Source: an optimization exercise on an open RTL-to-GDS flow (aim: small area, a short achievable clock period and few clock cycles per item). Production flows keep margins and buffers that such runs may drop.
In this exercise RTL edits were held to simulation tests only and were not proved equivalent to the original.

==> inputs of job 4772 <==
==> flow/design.v <==
`timescale 1ns/1ps
package router_pkg;
  localparam int NUM_PORTS = 5;
  typedef enum logic [2:0] {
    PORT_UP    = 3'd0,
    PORT_DOWN  = 3'd1,
    PORT_LEFT  = 3'd2,
    PORT_RIGHT = 3'd3,
    PORT_LOCAL = 3'd4
  } port_e;
  typedef logic [NUM_PORTS-1:0] port_mask_t;
  localparam int FLIT_W = 64;
  typedef logic [FLIT_W-1:0] flit_t;
  localparam int X_DIR_BIT = 62;
  localparam int Y_DIR_BIT = 61;
  localparam int HOP_W = 4;
  localparam int HOP_X_LSB = 52;
  localparam int HOP_Y_LSB = 48;
endpackage
`timescale 1ns/1ps
module flit_buffer (
  input  logic                   clk,
  input  router_pkg::port_mask_t sel,
  input  router_pkg::port_mask_t d,
  input  logic                   hold,
  output logic                   q
);
  logic lo_n;
  logic hi_n;
  flit_aoi u_lo (
    .a ({sel[2:0]}),
    .b ({d[2:0]}),
    .y (lo_n)
  );
  flit_aoi u_hi (
    .a ({hold, sel[4:3]}),
    .b ({q,    d[4:3]}),
    .y (hi_n)
  );
  always_ff @(posedge clk) begin
    q <= ~(lo_n & hi_n);
  end
endmodule
module flit_aoi (
  input  logic [2:0] a,
  input  logic [2:0] b,
  output logic       y
);
  assign y = ~|(a & b);
endmodule
`timescale 1ns/1ps
module input_port (
  input  logic                   in_valid,
  input  router_pkg::flit_t      in_flit,
  output router_pkg::port_mask_t route_req
);
  logic x_left;
  logic y_left;
  assign x_left = |in_flit[router_pkg::HOP_X_LSB +: router_pkg::HOP_W];
  assign y_left = |in_flit[router_pkg::HOP_Y_LSB +: router_pkg::HOP_W];
  always_comb begin
    route_req = '0;
    route_req[router_pkg::PORT_LEFT]  = in_valid &  x_left &  in_flit[router_pkg::X_DIR_BIT];
    route_req[router_pkg::PORT_RIGHT] = in_valid &  x_left & ~in_flit[router_pkg::X_DIR_BIT];
    route_req[router_pkg::PORT_DOWN]  = in_valid & ~x_left &  y_left &  in_flit[router_pkg::Y_DIR_BIT];
    route_req[router_pkg::PORT_UP]    = in_valid & ~x_left &  y_left & ~in_flit[router_pkg::Y_DIR_BIT];
    route_req[router_pkg::PORT_LOCAL] = in_valid & ~x_left & ~y_left;
  end
endmodule
`timescale 1ns/1ps
module rr_arbiter #(
  parameter int NUM_REQ = 5
) (
  input  logic               clk,
  input  logic               reset,
  output logic [NUM_REQ*NUM_REQ-1:0] beats   
);
  logic [NUM_REQ-1:0] ptr;
  always_comb begin
    for (int k = 0; k < NUM_REQ; k++) begin
      for (int i = 0; i < NUM_REQ; i++) begin
        beats[k*NUM_REQ+i] = 1'b0;
        for (int m = 0; m < NUM_REQ; m++) begin
          if (k != i && ((k - m + NUM_REQ) % NUM_REQ) < ((i - m + NUM_REQ) % NUM_REQ)) begin
            beats[k*NUM_REQ+i] = beats[k*NUM_REQ+i] | ptr[m];
          end
        end
      end
    end
  end
  always_ff @(posedge clk or posedge reset) begin
    if (reset) begin
      ptr <= NUM_REQ'(1);
    end else begin
      ptr <= {ptr[NUM_REQ-2:0], ptr[NUM_REQ-1]};
    end
  end
endmodule
`timescale 1ns/1ps
module output_port #(
  parameter int                NUM_REQ    = 5,
  parameter int                DEC_LSB    = -1,
  parameter router_pkg::flit_t CONST_MASK = '0,
  parameter router_pkg::flit_t CONST_VAL  = '0
) (
  input  logic                   clk,
  input  logic                   reset,
  input  router_pkg::port_mask_t req,
  input  logic [NUM_REQ*NUM_REQ-1:0] beats,    
  input  logic [NUM_REQ*router_pkg::FLIT_W-1:0] flits,
  output router_pkg::port_mask_t grant,
  output logic                   out_valid,
  output router_pkg::flit_t      out_flit,
  input  logic                   out_ready
);
  localparam int W = router_pkg::FLIT_W;
  logic [NUM_REQ-1:0] arb_grant;
  logic               full;
  logic               hold;
  router_pkg::flit_t  data_o;
  always_comb begin
    for (int i = 0; i < NUM_REQ; i++) begin
      arb_grant[i] = req[i];
      for (int k = 0; k < NUM_REQ; k++) begin
        if (k != i) arb_grant[i] = arb_grant[i] & ~(req[k] & beats[k*NUM_REQ+i]);
      end
    end
  end
  assign hold      = full & ~out_ready;
  assign grant     = hold ? '0 : arb_grant;
  assign out_valid = full;
  always_ff @(posedge clk or posedge reset) begin
    if (reset) begin
      full <= 1'b0;
    end else begin
      full <= hold | (|grant);
    end
  end
  for (genvar b = 0; b < W; b++) begin : g_bit
    if (CONST_MASK[b]) begin : g_const
      assign data_o[b] = CONST_VAL[b];
    end else begin : g_reg
      router_pkg::port_mask_t d;
      for (genvar i = 0; i < NUM_REQ; i++) begin : g_d
        assign d[i] = flits[i*W + b];
      end
      flit_buffer u_bit (
        .clk  (clk),
        .sel  (grant),
        .d    (d),
        .hold (hold),
        .q    (data_o[b])
      );
    end
  end
  always_comb begin
    out_flit = data_o;
    if (DEC_LSB >= 0) begin
      out_flit[DEC_LSB +: router_pkg::HOP_W] = data_o[DEC_LSB +: router_pkg::HOP_W] - 1'b1;
    end
  end
endmodule
`timescale 1ns/1ps
module mesh_router (
  input  logic                   clk,
  input  logic                   reset,
  input  router_pkg::port_mask_t in_valid,
  input  logic [router_pkg::NUM_PORTS*router_pkg::FLIT_W-1:0] in_flit,
  output router_pkg::port_mask_t in_ready,
  output router_pkg::port_mask_t out_valid,
  output logic [router_pkg::NUM_PORTS*router_pkg::FLIT_W-1:0] out_flit,
  input  router_pkg::port_mask_t out_ready
);
  localparam int NP = router_pkg::NUM_PORTS;
  localparam int W  = router_pkg::FLIT_W;
  localparam router_pkg::flit_t HX_MASK = router_pkg::flit_t'(4'hf) << router_pkg::HOP_X_LSB;
  localparam router_pkg::flit_t HY_MASK = router_pkg::flit_t'(4'hf) << router_pkg::HOP_Y_LSB;
  localparam router_pkg::flit_t XD_BIT  = router_pkg::flit_t'(1) << router_pkg::X_DIR_BIT;
  localparam router_pkg::flit_t YD_BIT  = router_pkg::flit_t'(1) << router_pkg::Y_DIR_BIT;
  router_pkg::port_mask_t route_req [NP];
  router_pkg::port_mask_t grant [NP];
  router_pkg::port_mask_t out_req [NP];
  logic [NP*NP-1:0]       beats;
  rr_arbiter #(
    .NUM_REQ (NP)
  ) u_pri (
    .clk   (clk),
    .reset (reset),
    .beats (beats)
  );
  for (genvar i = 0; i < NP; i++) begin : g_in
    input_port u_in (
      .in_valid  (in_valid[i]),
      .in_flit   (in_flit[i*W +: W]),
      .route_req (route_req[i])
    );
  end
  always_comb begin
    in_ready = '0;
    for (int i = 0; i < NP; i++) begin
      for (int j = 0; j < NP; j++) begin
        out_req[j][i] = route_req[i][j];
        in_ready[i]   = in_ready[i] | grant[j][i];
      end
    end
  end
  for (genvar j = 0; j < NP; j++) begin : g_out
    localparam bit IS_X = (j == router_pkg::PORT_LEFT || j == router_pkg::PORT_RIGHT);
    localparam bit IS_Y = (j == router_pkg::PORT_UP   || j == router_pkg::PORT_DOWN);
    localparam router_pkg::flit_t C_MASK = IS_X ? XD_BIT : IS_Y ? (YD_BIT | HX_MASK) : (HX_MASK | HY_MASK);
    localparam router_pkg::flit_t C_VAL  = (j == router_pkg::PORT_LEFT) ? XD_BIT :
                                           (j == router_pkg::PORT_DOWN) ? YD_BIT : '0;
    output_port #(
      .NUM_REQ    (NP),
      .DEC_LSB    (IS_X ? router_pkg::HOP_X_LSB : IS_Y ? router_pkg::HOP_Y_LSB : -1),
      .CONST_MASK (C_MASK),
      .CONST_VAL  (C_VAL)
    ) u_out (
      .clk       (clk),
      .reset     (reset),
      .req       (out_req[j]),
      .beats     (beats),
      .flits     (in_flit),
      .grant     (grant[j]),
      .out_valid (out_valid[j]),
      .out_flit  (out_flit[j*W +: W]),
      .out_ready (out_ready[j])
    );
  end
endmodule
==> flow/flow/run.sh <==
#!/bin/bash
# Layout flow: the standard synthesis script with two changes to the
# technology mapping only (registers are untouched):
#  - the output-register bit cells (flit_buffer, flit_aoi) are kept as modules
#    through ABC and mapped on their own, then flattened as usual;
#  - the rest is mapped with ABC's classic load-aware "map" instead of "&nf".
# Then the standard layout, with plain buffers on the ports.
set -euo pipefail
W=$PWD
export SYNTH_KEEP_MODULES="flit_buffer flit_aoi"
export DP_ABC_SCRIPT=$W/flow/abc_bit.script
export MY_ABC_SCRIPT=$W/flow/abc_map.script
export BUFFER_PORTS_ARGS="-buffer_cell sky130_fd_sc_hd__buf_1"
# standard.sh's own make call, for the synth target, with this flow's script
sed -e "s#SYNTH_SCRIPT=[^ ]*#SYNTH_SCRIPT=$W/flow/synth.tcl#" \
    -e 's#"${@:-finish}"#synth#' standard.sh > own_synth.sh
bash own_synth.sh > synth.log 2>&1
bash standard.sh finish > finish.log 2>&1
==> flow/flow/abc_bit.script <==
&get -n
&st
&dch
&nf
&st
&syn2
&if -g -K 6
&synch2
&nf
&st
&syn2
&if -g -K 6
&synch2
&nf
&st
&syn2
&if -g -K 6
&synch2
&nf
&st
&syn2
&if -g -K 6
&synch2
&nf
&st
&syn2
&if -g -K 6
&synch2
&nf
&put
buffer -c
topo
stime -c
upsize -c
dnsize -c
==> flow/flow/abc_map.script <==
strash
dch
map -D 1000
topo
stime -c
dnsize -c -D 1000
==> flow/flow/synth.tcl <==
# synth_recipe.tcl, with the abc call split: the kept bit-cell modules get
# their own mapping script, the rest gets this flow's mapping script
proc abc {args} {
  set i [lsearch -exact $args -script]
  set a_bit $args
  set a_top $args
  lset a_bit [expr {$i + 1}] $::env(DP_ABC_SCRIPT)
  lset a_top [expr {$i + 1}] $::env(MY_ABC_SCRIPT)
  yosys abc {*}$a_bit flit_buffer flit_aoi
  yosys abc {*}$a_top mesh_router
}
source [file join [file dirname [file dirname [file normalize [info script]]]] synth_recipe.tcl]
==> flow/standard.sh <==
#!/bin/bash
# synth_recipe.tcl (not shown) runs the flow's synth.tcl, then flattens the netlist and writes it again
# the make line also repeats each setting of config.mk as NAME=value (left out here)
make -C /OpenROAD-flow-scripts/flow DESIGN_CONFIG=/design/flow/config.mk WORK_HOME=/design/flow/orfs CLKGATE_MAP_FILE= SYNTH_SCRIPT=/design/flow/synth_recipe.tcl "${@:-finish}"
==> flow/config.mk <==
export PLATFORM = sky130hd
export DESIGN_NAME = mesh_router
export DESIGN_NICKNAME = mesh_router
export VERILOG_FILES = /design/flow/design.v
export SDC_FILE = /design/flow/constraint.sdc
export NUM_CORES = 4
export LEC_CHECK = 0
export CAP_MARGIN = 20
export CORE_MARGIN = 2
export CORE_UTILIZATION = 50
export CTS_BUF_LIST = sky130_fd_sc_hd__clkbuf_8 sky130_fd_sc_hd__clkbuf_16
export CTS_CLUSTER_DIAMETER = 100
export CTS_CLUSTER_SIZE = 30
export SETUP_SLACK_MARGIN = 1.5
export SLEW_MARGIN = 20
==> flow/constraint.sdc <==
create_clock -name core_clock -period 5.0 [get_ports {clk}]
set_input_delay 1.0000 -clock core_clock [delete_from_list [all_inputs] [get_ports {clk}]]
set_output_delay 1.0000 -clock core_clock [all_outputs]
set_load 0.01 [all_outputs]
==> job 1154 (differences from job 4772) <==
==> flow/design.v, changed modules only <==
module flit_buffer #(
  parameter router_pkg::flit_t CONST_MASK = '0,
  parameter router_pkg::flit_t CONST_VAL  = '0
) (
  input  logic              clk,
  input  logic              reset,
  input  logic              in_valid,
  input  router_pkg::flit_t in_data,    
  output logic              in_ready,
  output logic              out_valid,
  output router_pkg::flit_t out_data,
  input  logic              out_ready
);
  logic  full;
  logic  hold;
  router_pkg::flit_t data_q;
  assign hold      = full & ~out_ready;
  assign in_ready  = ~hold;
  assign out_valid = full;
  always_ff @(posedge clk or posedge reset) begin
    if (reset) begin
      full <= 1'b0;
    end else begin
      full <= hold | in_valid;
    end
  end
  for (genvar b = 0; b < router_pkg::FLIT_W; b++) begin : g_bit
    if (CONST_MASK[b]) begin : g_const
      assign out_data[b] = CONST_VAL[b];
    end else begin : g_reg
      always_ff @(posedge clk) begin
        data_q[b] <= (hold & data_q[b]) | in_data[b];
      end
      assign out_data[b] = data_q[b];
    end
  end
endmodule
module input_port (
  input  logic                   in_valid,
  input  router_pkg::flit_t      in_flit,
  output router_pkg::port_mask_t route_req,
  output router_pkg::flit_t      flit_x,      
  output router_pkg::flit_t      flit_y       
);
  logic [router_pkg::HOP_W-1:0] hop_x;
  logic [router_pkg::HOP_W-1:0] hop_y;
  logic                         x_left;
  logic                         y_left;
  assign hop_x  = in_flit[router_pkg::HOP_X_LSB +: router_pkg::HOP_W];
  assign hop_y  = in_flit[router_pkg::HOP_Y_LSB +: router_pkg::HOP_W];
  assign x_left = |hop_x;
  assign y_left = |hop_y;
  always_comb begin
    route_req = '0;
    route_req[router_pkg::PORT_LEFT]  = in_valid &  x_left &  in_flit[router_pkg::X_DIR_BIT];
    route_req[router_pkg::PORT_RIGHT] = in_valid &  x_left & ~in_flit[router_pkg::X_DIR_BIT];
    route_req[router_pkg::PORT_DOWN]  = in_valid & ~x_left &  y_left &  in_flit[router_pkg::Y_DIR_BIT];
    route_req[router_pkg::PORT_UP]    = in_valid & ~x_left &  y_left & ~in_flit[router_pkg::Y_DIR_BIT];
    route_req[router_pkg::PORT_LOCAL] = in_valid & ~x_left & ~y_left;
  end
  always_comb begin
    flit_x = in_flit;
    flit_y = in_flit;
    flit_x[router_pkg::HOP_X_LSB +: router_pkg::HOP_W] = hop_x - 1'b1;
    flit_y[router_pkg::HOP_Y_LSB +: router_pkg::HOP_W] = hop_y - 1'b1;
  end
endmodule
module output_port #(
  parameter int                NUM_REQ    = 5,
  parameter router_pkg::flit_t CONST_MASK = '0,
  parameter router_pkg::flit_t CONST_VAL  = '0
) (
  input  logic                   clk,
  input  logic                   reset,
  input  router_pkg::port_mask_t req,
  input  logic [NUM_REQ*NUM_REQ-1:0] beats,    
  input  logic [NUM_REQ*router_pkg::FLIT_W-1:0] flits,
  output router_pkg::port_mask_t grant,
  output logic                   out_valid,
  output router_pkg::flit_t      out_flit,
  input  logic                   out_ready
);
  logic [NUM_REQ-1:0] arb_grant;
  logic               buf_ready;
  router_pkg::flit_t  sel_flit;
  always_comb begin
    for (int i = 0; i < NUM_REQ; i++) begin
      arb_grant[i] = req[i];
      for (int k = 0; k < NUM_REQ; k++) begin
        if (k != i) arb_grant[i] = arb_grant[i] & ~(req[k] & beats[k*NUM_REQ+i]);
      end
    end
  end
  assign grant = buf_ready ? arb_grant : '0;
  always_comb begin
    sel_flit = '0;
    for (int i = 0; i < NUM_REQ; i++) begin
      sel_flit = sel_flit | ({router_pkg::FLIT_W{grant[i]}} & flits[i*router_pkg::FLIT_W +: router_pkg::FLIT_W]);
    end
  end
  flit_buffer #(
    .CONST_MASK (CONST_MASK),
    .CONST_VAL  (CONST_VAL)
  ) u_buf (
    .clk       (clk),
    .reset     (reset),
    .in_valid  (|grant),
    .in_data   (sel_flit),
    .in_ready  (buf_ready),
    .out_valid (out_valid),
    .out_data  (out_flit),
    .out_ready (out_ready)
  );
endmodule
module mesh_router (
  input  logic                   clk,
  input  logic                   reset,
  input  router_pkg::port_mask_t in_valid,
  input  logic [router_pkg::NUM_PORTS*router_pkg::FLIT_W-1:0] in_flit,
  output router_pkg::port_mask_t in_ready,
  output router_pkg::port_mask_t out_valid,
  output logic [router_pkg::NUM_PORTS*router_pkg::FLIT_W-1:0] out_flit,
  input  router_pkg::port_mask_t out_ready
);
  localparam int NP = router_pkg::NUM_PORTS;
  localparam int W  = router_pkg::FLIT_W;
  localparam router_pkg::flit_t HX_MASK = router_pkg::flit_t'(4'hf) << router_pkg::HOP_X_LSB;
  localparam router_pkg::flit_t HY_MASK = router_pkg::flit_t'(4'hf) << router_pkg::HOP_Y_LSB;
  localparam router_pkg::flit_t XD_BIT  = router_pkg::flit_t'(1) << router_pkg::X_DIR_BIT;
  localparam router_pkg::flit_t YD_BIT  = router_pkg::flit_t'(1) << router_pkg::Y_DIR_BIT;
  router_pkg::port_mask_t route_req [NP];
  logic [NP*W-1:0]        flit_x;
  logic [NP*W-1:0]        flit_y;
  logic [NP*W-1:0]        flit_l;
  router_pkg::port_mask_t grant [NP];
  router_pkg::port_mask_t out_req [NP];
  logic [NP*NP-1:0]       beats;
  rr_arbiter #(
    .NUM_REQ (NP)
  ) u_pri (
    .clk   (clk),
    .reset (reset),
    .beats (beats)
  );
  for (genvar i = 0; i < NP; i++) begin : g_in
    input_port u_in (
      .in_valid  (in_valid[i]),
      .in_flit   (in_flit[i*W +: W]),
      .route_req (route_req[i]),
      .flit_x    (flit_x[i*W +: W]),
      .flit_y    (flit_y[i*W +: W])
    );
  end
  assign flit_l = in_flit;
  always_comb begin
    in_ready = '0;
    for (int i = 0; i < NP; i++) begin
      for (int j = 0; j < NP; j++) begin
        out_req[j][i] = route_req[i][j];
        in_ready[i]   = in_ready[i] | grant[j][i];
      end
    end
  end
  for (genvar j = 0; j < NP; j++) begin : g_out
    localparam bit IS_X = (j == router_pkg::PORT_LEFT || j == router_pkg::PORT_RIGHT);
    localparam bit IS_Y = (j == router_pkg::PORT_UP   || j == router_pkg::PORT_DOWN);
    localparam router_pkg::flit_t C_MASK = IS_X ? XD_BIT : IS_Y ? (YD_BIT | HX_MASK) : (HX_MASK | HY_MASK);
    localparam router_pkg::flit_t C_VAL  = (j == router_pkg::PORT_LEFT) ? XD_BIT :
                                           (j == router_pkg::PORT_DOWN) ? YD_BIT : '0;
    output_port #(
      .NUM_REQ    (NP),
      .CONST_MASK (C_MASK),
      .CONST_VAL  (C_VAL)
    ) u_out (
      .clk       (clk),
      .reset     (reset),
      .req       (out_req[j]),
      .beats     (beats),
      .flits     (IS_X ? flit_x : IS_Y ? flit_y : flit_l),
      .grant     (grant[j]),
      .out_valid (out_valid[j]),
      .out_flit  (out_flit[j*W +: W]),
      .out_ready (out_ready[j])
    );
  end
endmodule
// module flit_aoi removed
==> flow/flow/run.sh (replaced) <==
#!/bin/bash
set -euo pipefail
export BUFFER_PORTS_ARGS="-buffer_cell sky130_fd_sc_hd__buf_1"
bash standard.sh synth > synth.log 2>&1
bash standard.sh finish > finish.log 2>&1
--- a/flow/config.mk
+++ b/flow/config.mk
@@ -9,7 +9,3 @@
 export CORE_MARGIN = 2
 export CORE_UTILIZATION = 50
-export CTS_BUF_LIST = sky130_fd_sc_hd__clkbuf_8 sky130_fd_sc_hd__clkbuf_16
-export CTS_CLUSTER_DIAMETER = 100
-export CTS_CLUSTER_SIZE = 30
-export SETUP_SLACK_MARGIN = 1.5
 export SLEW_MARGIN = 20
removed: flow/flow/abc_bit.script
removed: flow/flow/abc_map.script
removed: flow/flow/synth.tcl
==> results.sh <==
export IMPL_combPwrFrac=0.250
export IMPL_whs_ns=0.409
export IMPL_worstSetupPathDepth=12
export IMPL_drive_above_1_share=0.110
export IMPL_status="timing/DRC/antenna clean"
export IMPL_fin_total_pwr_w=0.00588
export IMPL_synth_area_leader_cell="a222oi_1"
The numbers above come from job 4772.

==> results.sh <==
export IMPL_synth_area_leader_cell="dfxtp_1"
export IMPL_worstSetupPathDepth=11
export IMPL_whs_ns=0.395
export IMPL_drive_above_1_share=0.0595
export IMPL_status="timing/DRC/antenna clean"
export IMPL_combPwrFrac=0.208
The numbers above come from job 1154.

Testbench counts of job 4772, summed over its fixed seeds: cycles 2,947, flits 8,000.
Testbench counts of job 1154, summed over its fixed seeds: cycles 2,947, flits 8,000.

## afterwards: timing with drivers on the ports
Ports are ideal in the flow. The routed layouts listed here were re-timed in OpenROAD. Step 1, drivers: a clkbuf_16 drives clk and a buf_2 each remaining input, both assumed. Step 2, shift: input delay + t, output delay - t, t = (earliest + latest rising clock arrival at the registers) / 2. This alone moves slack from input paths to output paths. Slacks: ideal ports / drivers / drivers and shift; pairs: ideal ports / drivers.
run | t, ns | setup slack, ns | hold slack, ns
job 4772 | 0.579 | 1.370 / 1.317 / 1.188 | 0.409 / 0.378 / 0.492
job 1154 | 0.613 | 0.549 / 0.528 / 0.528 | 0.395 / 0.372 / 0.491
After both steps setup and hold are still met in every run listed. The setup slack of job 4772, which loses most, moves by -0.053 ns with the drivers and by -0.182 ns with both steps.
